This design comes from an exercise in tuning for small area on the open sky130 flow, not from production work.
In this exercise RTL edits were held to simulation tests only and were not proved equivalent to the original.
Power and IR drop assume default switching activity. The clock port is modelled as an ideal driver; clocking choices that lean on that would not hold on a real chip.

Setup of nickel:
==> flow/design.v (excerpt) <==
module spike_array_top (
    input  logic        cpu_clk,
    input  logic        rst_n,
    input  logic [7:0]  ext_node_select,
    input  logic [7:0]  ext_addr,
    input  logic        ext_write_en,
    input  logic        ext_read_en,
    input  logic [31:0] ext_write_data,
    output logic [31:0] ext_read_data,
    output logic        ext_ready,
    output logic [3:0]  node_interrupts
);
==> flow/config.mk <==
export PLATFORM = sky130hd
export DESIGN_NAME = spike_array_top
export DESIGN_NICKNAME = spike_array_top
export VERILOG_FILES = /design/flow/design.v
export SDC_FILE = /design/flow/constraint.sdc
export NUM_CORES = 4
export LEC_CHECK = 0
export CAP_MARGIN = 0
export CORE_MARGIN = 2
export CORE_UTILIZATION = 55
export CTS_CLUSTER_DIAMETER = 100
export CTS_CLUSTER_SIZE = 24
export SLEW_MARGIN = 0
==> flow/constraint.sdc <==
create_clock -name core_clock -period 12.0 [get_ports {cpu_clk}]
set_input_delay 2.4000 -clock core_clock [delete_from_list [all_inputs] [get_ports {cpu_clk}]]
set_output_delay 2.4000 -clock core_clock [all_outputs]
set_load 0.01 [all_outputs]
run.sh (not shown) runs the stock make flow with config.mk's settings and CLKGATE_MAP_FILE= SYNTH_SCRIPT=/design/flow/synth_recipe.tcl, a recipe that flattens the netlist after the stock synthesis.
nickel: full flow OK, the timing, design-rule and antenna checks passed
### nickel -> pepper
Settings: GPL_TIMING_DRIVEN now 0, previously not set; CTS_CLUSTER_SIZE now 30, was 24; SLEW_MARGIN now 20, was 0; CAP_MARGIN now 20, was 0.
The length in cells of the worst reg-to-reg path reported for pepper is smaller than that of nickel by about 5%.
Changes observed in pepper relative to nickel: routed wire length climbed about 14%; first-iteration DRC count climbed 38%; maximum number of pins on one net before global-route repair dropped about 3%.
The final reports for pepper and nickel show global-route track usage on met2 higher in the former.
Compared with nickel, pepper shows a lower fraction of standard cell area that is sequential.
Diff nickel -> pepper: relative contribution of combinational cells to total power increased 2.6 points, clock skew +0.0065 ns, wire length of the first global-routing pass went up.
Inputs modified between pepper and juniper:
Settings: a deleted CTS_CLUSTER_DIAMETER that had been 100; a change of CORE_UTILIZATION from 55 to 40; a deleted GPL_TIMING_DRIVEN that had been 0; a deleted CTS_CLUSTER_SIZE that had been 30.
[summary]
Of juniper and pepper, it is juniper that has the higher worst setup slack after layout. On register area share after synthesis, juniper and pepper are neck and neck. Area of the die, juniper vs pepper: up by more than a quarter. Comparing sequential share of layout area for juniper and pepper, the smaller number came from juniper.

---

P:
spike_array_top, a different RTL version from the one above (not shown whole).
Size in the first run: ~4000 cells after synthesis, roughly 1400 flip-flops, about 89 I/O pins, about 59000 µm² of cells after synthesis.
export LEC_CHECK = 0
export CAP_MARGIN = 20
export CORE_MARGIN = 2
export CORE_UTILIZATION = 65
export PLACE_DENSITY = 0.75
export SLEW_MARGIN = 20
create_clock -name core_clock -period 12.0 [get_ports {cpu_clk}]
standard.sh (not shown) runs the stock make flow with config.mk's settings and CLKGATE_MAP_FILE= SYNTH_SCRIPT=/design/flow/synth_recipe.tcl, a recipe that flattens the netlist after the stock synthesis.
==> flow/flow/run.sh <==
#!/bin/bash
set -euo pipefail
export CTS_ARGS="-sink_clustering_enable -repair_clock_nets -sink_clustering_size 26 -sink_clustering_max_diameter 90 -dont_use_dummy_load"
export BUFFER_PORTS_ARGS="-buffer_cell sky130_fd_sc_hd__buf_1"
bash standard.sh > standard.log 2>&1
### P -> Q
Settings: removing PLACE_DENSITY (formerly 0.75).
==> flow/flow/run.sh <==
#!/bin/bash
set -euo pipefail
export CTS_ARGS="-sink_clustering_enable -repair_clock_nets -sink_clustering_size 30 -sink_clustering_max_diameter 100 -dont_use_dummy_load"
export BUFFER_PORTS_ARGS="-buffer_cell sky130_fd_sc_hd__buf_1"
bash standard.sh > standard.log 2>&1
==> summary.txt <==
The final reports for Q and P show maximum number of pins on one net before global-route repair lower in the former.
Comparing clock skew for Q and P, the smaller number came from P.
In the flow results for Q and P, the internal cell power is smaller on Q.
The largest fanout on the critical path of Q falls short of that of P by 5.
Q reports a higher proportion of total power due to net switching than P does.
P → Q: utilization level; final area level.

## port drivers added, routing unchanged
Ports are ideal in the flow. The routed layouts listed here were re-timed in OpenROAD.
Step 1 sets driving cells, clkbuf_16 on the clock port and buf_2 on the other inputs (assumed; they add their load-dependent delay and slew).
Step 2 also shifts input and output timing later by t, the mid clock arrival at the registers, as if the neighbouring blocks saw the same clock.
Three values: ideal, step 1, step 2; two values: the first two.
run | t, ns | setup slack, ns | hold WS [ns] | clock arrival spread, ns | worst data-port slew with drivers (ns)
nickel | 0.756 | 0.957 / 0.957 / 0.957 | 0.461 / 0.461 / 0.461 | 0.038 / 0.038 | 0.22
pepper | 0.799 | 0.351 / 0.351 / 0.351 | 0.429 / 0.429 / 0.429 | 0.043 / 0.044 | 0.24
juniper | 0.865 | 0.790 / 0.790 / 0.790 | 0.462 / 0.462 / 0.462 | 0.054 / 0.054 | 0.18
P | 0.736 | 0.497 / 0.497 / 0.497 | 0.457 / 0.457 / 0.457 | 0.069 / 0.069 | 0.05
Q | 0.725 | 0.537 / 0.537 / 0.537 | 0.472 / 0.472 / 0.472 | 0.092 / 0.092 | 0.15
After both steps setup and hold are still met in every run listed.
